Context: an optimization exercise on an open-source flow, tuned for small area and a short achievable clock period. The choices shown serve that exercise and are no tape-out recipe.
RTL that was checked went through simulation tests only; none was proved equivalent to the original.
No activity file was given, so power comes from the tool's default toggle rates.

==> 05-28: inputs <==
## mem_stage
module mem_stage #(
   parameter int DEPTH = 64,
   parameter int BASE_ADDR = DEF_BASE_ADDR
) (
   input  logic                  clk,
   input  logic                  rst,
   input  logic                  wb_en_in,
   input  logic                  mem_read_en_in,
   input  logic                  mem_write_en_in,
   input  logic [WORD_W-1:0]     alu_res_in,
   input  logic [WORD_W-1:0]     val_Rm_in,
   input  logic [REG_ADDR_W-1:0] dest_in,
   output logic                  ready,
   output logic                  wb_en,
   output logic                  mem_read_en,
   output logic [WORD_W-1:0]     alu_res,
   output logic [WORD_W-1:0]     mem_data,
   output logic [REG_ADDR_W-1:0] dest,
   output logic                  addr_err
);
==> module data_mem, before the edit <==
module data_mem #(
   parameter int DEPTH = 64,
   parameter int SP = 4,
   parameter int NT = DEPTH / SP
) (
   input  logic              clk,
   input  logic              we,      
   input  logic [NT-1:0]     at,      
   input  logic [WORD_W-1:0] wdata,
   output logic [WORD_W-1:0] rdata    
);
   logic [DEPTH-1:0][WORD_W-1:0] ring;
   for (genvar i = 0; i < DEPTH; i++) begin : g_ring
      if (i % SP == 0) begin : g_tap
         always_ff @(posedge clk)
            ring[i] <= (we && at[i / SP]) ? wdata : ring[(i + DEPTH - 1) % DEPTH];
      end else begin : g_shift
         always_ff @(posedge clk)
            ring[i] <= ring[i - 1];
      end
   end
   always_comb begin
      rdata = '0;
      for (int j = 0; j < NT; j++)
         rdata = rdata | ({WORD_W{at[j]}} & ring[(j * SP + DEPTH - 1) % DEPTH]);
   end
endmodule
==> module mem_stage, before the edit <==
module mem_stage #(
   parameter int DEPTH = 64,
   parameter int BASE_ADDR = DEF_BASE_ADDR
) (
   input  logic                  clk,
   input  logic                  rst,
   input  logic                  wb_en_in,
   input  logic                  mem_read_en_in,
   input  logic                  mem_write_en_in,
   input  logic [WORD_W-1:0]     alu_res_in,
   input  logic [WORD_W-1:0]     val_Rm_in,
   input  logic [REG_ADDR_W-1:0] dest_in,
   output logic                  ready,
   output logic                  wb_en,
   output logic                  mem_read_en,
   output logic [WORD_W-1:0]     alu_res,
   output logic [WORD_W-1:0]     mem_data,
   output logic [REG_ADDR_W-1:0] dest,
   output logic                  addr_err
);
   localparam int AW = $clog2(DEPTH);
   localparam int SP = 4;
   localparam int NT = DEPTH / SP;
   logic busy, s1, s2, s3, s4, done, done_n;
   logic req, in_range, wr_q, ok_q, wacc_q;
   logic [AW-1:0] phase, u;
   logic [NT-1:0] tap_q;
   logic [SP-1:0] hit_q;
   logic [WORD_W-1:0] rdata, hold, word;
   assign req = mem_read_en_in | mem_write_en_in;
   assign ready = ~(done_n & (busy | req));
   assign wb_en = wb_en_in & ready;
   assign mem_read_en = mem_read_en_in & done;    
   assign alu_res = alu_res_in;
   assign dest = dest_in;
   assign in_range = alu_res_in[WORD_W-1:AW+2] == (WORD_W-AW-2)'(BASE_ADDR >> (AW + 2));
   always_ff @(posedge clk or negedge rst)
      if (!rst) begin
         {busy, s1, s2, s3, s4, done} <= '0;
         done_n <= 1'b1;
         wacc_q <= 1'b0;
         addr_err <= 1'b0;
      end else begin
         busy <= (~busy & req) | s1 | s2 | s3 | s4;
         s1 <= ~busy & req;
         s2 <= s1;
         s3 <= s2;
         s4 <= s3;
         done <= s4;
         done_n <= ~s4;
         wacc_q <= (~busy & mem_write_en_in & in_range) | (wacc_q & ~s4);
         if (s4 && !ok_q) addr_err <= 1'b1;
      end
   always_ff @(posedge clk)
      phase <= phase + AW'(1);
   assign u = alu_res_in[AW+1:2] + phase;
   always_ff @(posedge clk)
      if (!busy) begin
         for (int j = 0; j < NT; j++)
            tap_q[j] <= in_range && u[AW-1:2] == (AW-2)'(j);    
         for (int k = 0; k < SP; k++)
            hit_q[k] <= u[1:0] == 2'(SP - 1 - k);
         wr_q <= mem_write_en_in;
         ok_q <= in_range;
      end else begin
         hit_q <= hit_q >> 1;
      end
   data_mem #(.DEPTH(DEPTH), .SP(SP)) u_mem (
      .clk(clk),
      .we(wacc_q & hit_q[0]),
      .at(tap_q),
      .wdata(val_Rm_in),
      .rdata(rdata)
   );
   assign word = hit_q[0] ? rdata : hold;
   always_ff @(posedge clk)
      hold <= word;
   always_ff @(posedge clk or negedge rst)
      if (!rst) mem_data <= '0;
      else if (s4 && !wr_q) mem_data <= word;
endmodule
clock: 4.0 ns
lec_check: 0
abc_clock_period_in_ps: 2000
cap_margin: 20
core_margin: 2
core_utilization: 75
place_density: 0.8
setup_slack_margin: 1.9
slew_margin: 20
standard.sh (not shown) runs the stock make flow with config.mk's settings and CLKGATE_MAP_FILE= SYNTH_SCRIPT=/design/flow/synth_recipe.tcl, a recipe that flattens the netlist after the stock synthesis.
==> flow/flow/run.sh <==
#!/bin/bash
# Layout flow: the standard ORFS flow (standard.sh, unchanged synthesis),
# with the port buffers made plain buffers and clock tree synthesis run
# without dummy loads. Each tool's output goes to standard.log here.
set -euo pipefail
bash standard.sh \
   "BUFFER_PORTS_ARGS=-buffer_cell sky130_fd_sc_hd__buf_2" \
   "CTS_ARGS=-sink_clustering_enable -repair_clock_nets -dont_use_dummy_load -sink_clustering_size 30 -sink_clustering_max_diameter 60" \
   finish > standard.log 2>&1
==> 01-11: changes against 05-28 <==
==> flow/design.v (replaced) <==
package mem_pkg;
   localparam int WORD_W = 32;
   localparam int REG_ADDR_W = 4;
   localparam int DEF_BASE_ADDR = 1024;
endpackage
import mem_pkg::*;
module data_mem #(
   parameter int DEPTH = 64,
   parameter int AW = 6,
   parameter int SP = 4
) (
   input  logic              clk,
   input  logic              we,      
   input  logic [AW-1:0]     pos,     
   input  logic [WORD_W-1:0] wdata,
   output logic              hit,     
   output logic [WORD_W-1:0] rdata    
);
   localparam int NT = DEPTH / SP;
   localparam int TW = AW - $clog2(SP);
   logic [DEPTH-1:0][WORD_W-1:0] ring;
   logic [NT-1:0][WORD_W-1:0] taps;
   logic [TW-1:0] sel;
   assign hit = pos[$clog2(SP)-1:0] == '0;
   assign sel = pos[AW-1:$clog2(SP)];
   for (genvar i = 0; i < DEPTH; i++) begin : g_ring
      if (i % SP == 0) begin : g_tap
         assign taps[i / SP] = ring[(i + DEPTH - 1) % DEPTH];
         always_ff @(posedge clk)
            ring[i] <= (we && hit && sel == TW'(i / SP)) ? wdata : ring[(i + DEPTH - 1) % DEPTH];
      end else begin : g_shift
         always_ff @(posedge clk)
            ring[i] <= ring[i - 1];
      end
   end
   assign rdata = taps[sel];
endmodule
import mem_pkg::*;
module mem_stage #(
   parameter int DEPTH = 64,
   parameter int BASE_ADDR = DEF_BASE_ADDR
) (
   input  logic                  clk,
   input  logic                  rst,
   input  logic                  wb_en_in,
   input  logic                  mem_read_en_in,
   input  logic                  mem_write_en_in,
   input  logic [WORD_W-1:0]     alu_res_in,
   input  logic [WORD_W-1:0]     val_Rm_in,
   input  logic [REG_ADDR_W-1:0] dest_in,
   output logic                  ready,
   output logic                  wb_en,
   output logic                  mem_read_en,
   output logic [WORD_W-1:0]     alu_res,
   output logic [WORD_W-1:0]     mem_data,
   output logic [REG_ADDR_W-1:0] dest,
   output logic                  addr_err
);
   localparam int AW = $clog2(DEPTH);
   logic idle, s1, s2, s3, s4, done;
   logic req, acc, wr_q, ok_q, in_range, hit;
   logic [AW-1:0] phase, pos;
   logic [WORD_W-1:0] rdata, hold, word;
   assign req = mem_read_en_in | mem_write_en_in;
   assign ready = done | (idle & ~req);
   assign wb_en = wb_en_in & ready;
   assign mem_read_en = mem_read_en_in & ready;
   assign alu_res = alu_res_in;
   assign dest = dest_in;
   assign acc = s1 | s2 | s3 | s4;
   assign in_range = alu_res_in[WORD_W-1:AW+2] == (WORD_W-AW-2)'(BASE_ADDR >> (AW + 2));
   always_ff @(posedge clk or negedge rst)
      if (!rst) begin
         idle <= 1'b1;
         {s1, s2, s3, s4, done} <= '0;
         addr_err <= 1'b0;
      end else begin
         idle <= (idle & ~req) | done;
         s1 <= idle & req;
         s2 <= s1;
         s3 <= s2;
         s4 <= s3;
         done <= s4;
         if (s4 && !ok_q) addr_err <= 1'b1;
      end
   always_ff @(posedge clk)
      phase <= phase + AW'(1);
   always_ff @(posedge clk)
      if (idle) begin
         pos <= alu_res_in[AW+1:2] + phase + AW'(2);
         wr_q <= mem_write_en_in;
         ok_q <= in_range;
      end else begin
         pos <= pos + AW'(1);
      end
   data_mem #(.DEPTH(DEPTH), .AW(AW)) u_mem (
      .clk(clk),
      .we(acc & wr_q & ok_q),
      .pos(pos),
      .wdata(val_Rm_in),
      .hit(hit),
      .rdata(rdata)
   );
   assign word = hit ? rdata : hold;
   always_ff @(posedge clk)
      hold <= word;
   always_ff @(posedge clk or negedge rst)
      if (!rst) mem_data <= '0;
      else if (s4 && !wr_q) mem_data <= ok_q ? word : '0;
endmodule
==> flow/run.sh (new file) <==
#!/bin/bash
# synth_recipe.tcl (not shown) runs the flow's synth.tcl, then flattens the netlist and writes it again
# the make line also repeats each setting of config.mk as NAME=value (left out here)
make -C /OpenROAD-flow-scripts/flow DESIGN_CONFIG=/design/flow/config.mk WORK_HOME=/design/flow/orfs CLKGATE_MAP_FILE= SYNTH_SCRIPT=/design/flow/synth_recipe.tcl finish
ABC_CLOCK_PERIOD_IN_PS = unset   (was 2000)
CORE_UTILIZATION = 40   (was 75)
PLACE_DENSITY = 0.6   (was 0.8)
SETUP_SLACK_MARGIN = unset   (was 1.9)
removed: flow/flow/run.sh
removed: flow/standard.sh
==> 12-19: changes against 05-28 <==
==> flow/design.v (replaced) <==
package mem_pkg;
   localparam int WORD_W = 32;
   localparam int REG_ADDR_W = 4;
   localparam int DEF_BASE_ADDR = 1024;
endpackage
import mem_pkg::*;
module data_mem #(
   parameter int DEPTH = 64,
   parameter int AW = 6,
   parameter int SP = 4
) (
   input  logic              clk,
   input  logic              we,      
   input  logic [AW-1:0]     pos,     
   input  logic [WORD_W-1:0] wdata,
   output logic              hit,     
   output logic [WORD_W-1:0] rdata    
);
   localparam int NT = DEPTH / SP;
   localparam int TW = AW - $clog2(SP);
   logic [DEPTH-1:0][WORD_W-1:0] ring;
   logic [NT-1:0][WORD_W-1:0] taps;
   logic [TW-1:0] sel;
   assign hit = pos[$clog2(SP)-1:0] == '0;
   assign sel = pos[AW-1:$clog2(SP)];
   for (genvar i = 0; i < DEPTH; i++) begin : g_ring
      if (i % SP == 0) begin : g_tap
         assign taps[i / SP] = ring[(i + DEPTH - 1) % DEPTH];
         always_ff @(posedge clk)
            ring[i] <= (we && hit && sel == TW'(i / SP)) ? wdata : ring[(i + DEPTH - 1) % DEPTH];
      end else begin : g_shift
         always_ff @(posedge clk)
            ring[i] <= ring[i - 1];
      end
   end
   assign rdata = taps[sel];
endmodule
import mem_pkg::*;
module mem_stage #(
   parameter int DEPTH = 64,
   parameter int BASE_ADDR = DEF_BASE_ADDR
) (
   input  logic                  clk,
   input  logic                  rst,
   input  logic                  wb_en_in,
   input  logic                  mem_read_en_in,
   input  logic                  mem_write_en_in,
   input  logic [WORD_W-1:0]     alu_res_in,
   input  logic [WORD_W-1:0]     val_Rm_in,
   input  logic [REG_ADDR_W-1:0] dest_in,
   output logic                  ready,
   output logic                  wb_en,
   output logic                  mem_read_en,
   output logic [WORD_W-1:0]     alu_res,
   output logic [WORD_W-1:0]     mem_data,
   output logic [REG_ADDR_W-1:0] dest,
   output logic                  addr_err
);
   localparam int AW = $clog2(DEPTH);
   logic idle, s1, s2, s3, s4, done;
   logic req, acc, wr_q, ok_q, in_range, hit;
   logic [AW-1:0] phase, pos;
   logic [WORD_W-1:0] rdata, hold, word;
   assign req = mem_read_en_in | mem_write_en_in;
   assign ready = done | (idle & ~req);
   assign wb_en = wb_en_in & ready;
   assign mem_read_en = mem_read_en_in & ready;
   assign alu_res = alu_res_in;
   assign dest = dest_in;
   assign acc = s1 | s2 | s3 | s4;
   assign in_range = alu_res_in[WORD_W-1:AW+2] == (WORD_W-AW-2)'(BASE_ADDR >> (AW + 2));
   always_ff @(posedge clk or negedge rst)
      if (!rst) begin
         idle <= 1'b1;
         {s1, s2, s3, s4, done} <= '0;
         addr_err <= 1'b0;
      end else begin
         idle <= (idle & ~req) | done;
         s1 <= idle & req;
         s2 <= s1;
         s3 <= s2;
         s4 <= s3;
         done <= s4;
         if (s4 && !ok_q) addr_err <= 1'b1;
      end
   always_ff @(posedge clk)
      phase <= phase + AW'(1);
   always_ff @(posedge clk)
      if (idle) begin
         pos <= alu_res_in[AW+1:2] + phase + AW'(2);
         wr_q <= mem_write_en_in;
         ok_q <= in_range;
      end else begin
         pos <= pos + AW'(1);
      end
   data_mem #(.DEPTH(DEPTH), .AW(AW)) u_mem (
      .clk(clk),
      .we(acc & wr_q & ok_q),
      .pos(pos),
      .wdata(val_Rm_in),
      .hit(hit),
      .rdata(rdata)
   );
   assign word = hit ? rdata : hold;
   always_ff @(posedge clk)
      hold <= word;
   always_ff @(posedge clk or negedge rst)
      if (!rst) mem_data <= '0;
      else if (s4 && !wr_q) mem_data <= ok_q ? word : '0;
endmodule
==> flow/run.sh (new file) <==
#!/bin/bash
# synth_recipe.tcl (not shown) runs the flow's synth.tcl, then flattens the netlist and writes it again
# the make line also repeats each setting of config.mk as NAME=value (left out here)
make -C /OpenROAD-flow-scripts/flow DESIGN_CONFIG=/design/flow/config.mk WORK_HOME=/design/flow/orfs CLKGATE_MAP_FILE= SYNTH_SCRIPT=/design/flow/synth_recipe.tcl finish
CORE_UTILIZATION = 65   (was 75)
CTS_CLUSTER_DIAMETER = 100   (was unset)
CTS_CLUSTER_SIZE = 30   (was unset)
PLACE_DENSITY = 0.75   (was 0.8)
SETUP_SLACK_MARGIN = 2.0   (was 1.9)
removed: flow/flow/run.sh
removed: flow/standard.sh
==> 04-01: changes against 05-28 <==
--- a/flow/design.v
+++ b/flow/design.v
@@ -56,5 +56,5 @@
    localparam int SP = 4;
    localparam int NT = DEPTH / SP;
-   logic busy, s1, s2, s3, s4, done, done_n;
+   logic busy, s1, s2, s3, s4, done;
    logic req, in_range, wr_q, ok_q, wacc_q;
    logic [AW-1:0] phase, u;
@@ -63,5 +63,5 @@
    logic [WORD_W-1:0] rdata, hold, word;
    assign req = mem_read_en_in | mem_write_en_in;
-   assign ready = ~(done_n & (busy | req));
+   assign ready = done | ~(busy | req);
    assign wb_en = wb_en_in & ready;
    assign mem_read_en = mem_read_en_in & done;    
@@ -72,5 +72,4 @@
       if (!rst) begin
          {busy, s1, s2, s3, s4, done} <= '0;
-         done_n <= 1'b1;
          wacc_q <= 1'b0;
          addr_err <= 1'b0;
@@ -82,5 +81,4 @@
          s4 <= s3;
          done <= s4;
-         done_n <= ~s4;
          wacc_q <= (~busy & mem_write_en_in & in_range) | (wacc_q & ~s4);
          if (s4 && !ok_q) addr_err <= 1'b1;
@@ -92,5 +90,5 @@
       if (!busy) begin
          for (int j = 0; j < NT; j++)
-            tap_q[j] <= in_range && u[AW-1:2] == (AW-2)'(j);    
+            tap_q[j] <= u[AW-1:2] == (AW-2)'(j);
          for (int k = 0; k < SP; k++)
             hit_q[k] <= u[1:0] == 2'(SP - 1 - k);
@@ -112,4 +110,4 @@
    always_ff @(posedge clk or negedge rst)
       if (!rst) mem_data <= '0;
-      else if (s4 && !wr_q) mem_data <= word;
+      else if (s4 && !wr_q) mem_data <= ok_q ? word : '0;
 endmodule
--- a/flow/flow/run.sh
+++ b/flow/flow/run.sh
@@ -6,4 +6,4 @@
 bash standard.sh \
    "BUFFER_PORTS_ARGS=-buffer_cell sky130_fd_sc_hd__buf_2" \
-   "CTS_ARGS=-sink_clustering_enable -repair_clock_nets -dont_use_dummy_load -sink_clustering_size 30 -sink_clustering_max_diameter 60" \
+   "CTS_ARGS=-sink_clustering_enable -repair_clock_nets -dont_use_dummy_load -sink_clustering_size 25 -sink_clustering_max_diameter 80" \
    finish > standard.log 2>&1
CORE_UTILIZATION = 65   (was 75)
PLACE_DENSITY = 0.75   (was 0.8)
==> qor summary <==
quantity                                                                  01-11                    05-28                    12-19                    04-01
Outcome                                                 complete, no violations  complete, no violations  complete, no violations  complete, no violations
Area of the die                                                       0.142 mm²               0.0743 mm²               0.0876 mm²               0.0854 mm²
Routed metal-1 wire length                                              56.1 mm                  52.7 mm                  58.3 mm                  50.1 mm
Static leakage power                                                    26.7 nW                  24.7 nW                  26.5 nW                  24.4 nW
Per-cell routed wire length                                             20.0 µm                  26.9 µm                  28.6 µm                  25.8 µm
Vias in the first global route                                            26200                    26600                    28300                    26400
Storage element area                                                 0.0429 mm²               0.0434 mm²               0.0429 mm²               0.0434 mm²
Fin Hold WS                                                              181 ps                   145 ps                   234 ps                   287 ps
Clock network share of area                                               10.3%                    3.79%                    3.57%                    4.11%
Multi-input gates                                                          1185                     1040                     1185                     1014
Sequential fraction of design power                                       52.8%                    63.3%                    67.2%                    63.5%
Sequential power                                                        21.2 mW                  22.5 mW                  21.2 mW                  22.4 mW
Core region area                                                      0.137 mm²               0.0715 mm²               0.0849 mm²               0.0821 mm²
Placer's final routability congestion estimate                            0.722                    0.818                    0.819                    0.810
Count of plain and timing-repair buffers in the layout                      189                      243                      409                      213
Quantity of gates resized following cts                                       0                       48                      604                       27
Setup skew after layout                                                 33.6 ps                  53.5 ps                  30.9 ps                  40.9 ps
Final Util                                                                47.4%                    82.2%                    75.6%                    71.2%
Largest net degree at the start of global routing                            97                       39                       65                       40
Power per cell area                                                  618 mW/mm²               604 mW/mm²               492 mW/mm²               604 mW/mm²
Maximum vdd drop                                                       0.392 mV                 0.483 mV                 0.414 mV                 0.459 mV
Only the layout flow was run in 05-28; the RTL was not checked for function there.

-- what the ideal ports hide --
The flow's constraints put no driver on any port. The routed layouts listed below were extracted and timed again, unchanged, in two steps.
Step 1, drivers: a clkbuf_16 drives clk and a buf_2 each remaining input, both assumed.
Step 2 moves the port delays by t, midway between the first and last clock arrival at a register: inputs arrive t later, outputs are due t later. That takes back most of the time a late clock gives input paths.
a / b / c = no drivers / after step 1 / after step 2; a / b = the first two.
| run | shift t [ns] | setup slack, ns | hold slack, ns | worst setup path after step 2 | slew at the worst register clock pin (ns) |
|---|---|---|---|---|---|
| 05-28 | 0.721 | 1.649 / 1.581 / 1.344 | 0.145 / 0.101 / 0.271 | input to register | 0.11 / 0.11 |
| 01-11 | 0.861 | 0.878 / 0.809 / 0.940 | 0.181 / 0.156 / 0.301 | input to register | 0.07 / 0.07 |
| 12-19 | 0.736 | 1.610 / 1.546 / 1.418 | 0.234 / 0.196 / 0.305 | input to register | 0.12 / 0.12 |
| 04-01 | 0.716 | 1.638 / 1.572 / 1.100 | 0.287 / 0.249 / 0.287 | input to register | 0.10 / 0.10 |
After both steps setup and hold are still met in every run listed. The setup slack of 04-01, which loses most, moves by -0.066 ns with the drivers and by -0.538 ns with both steps.
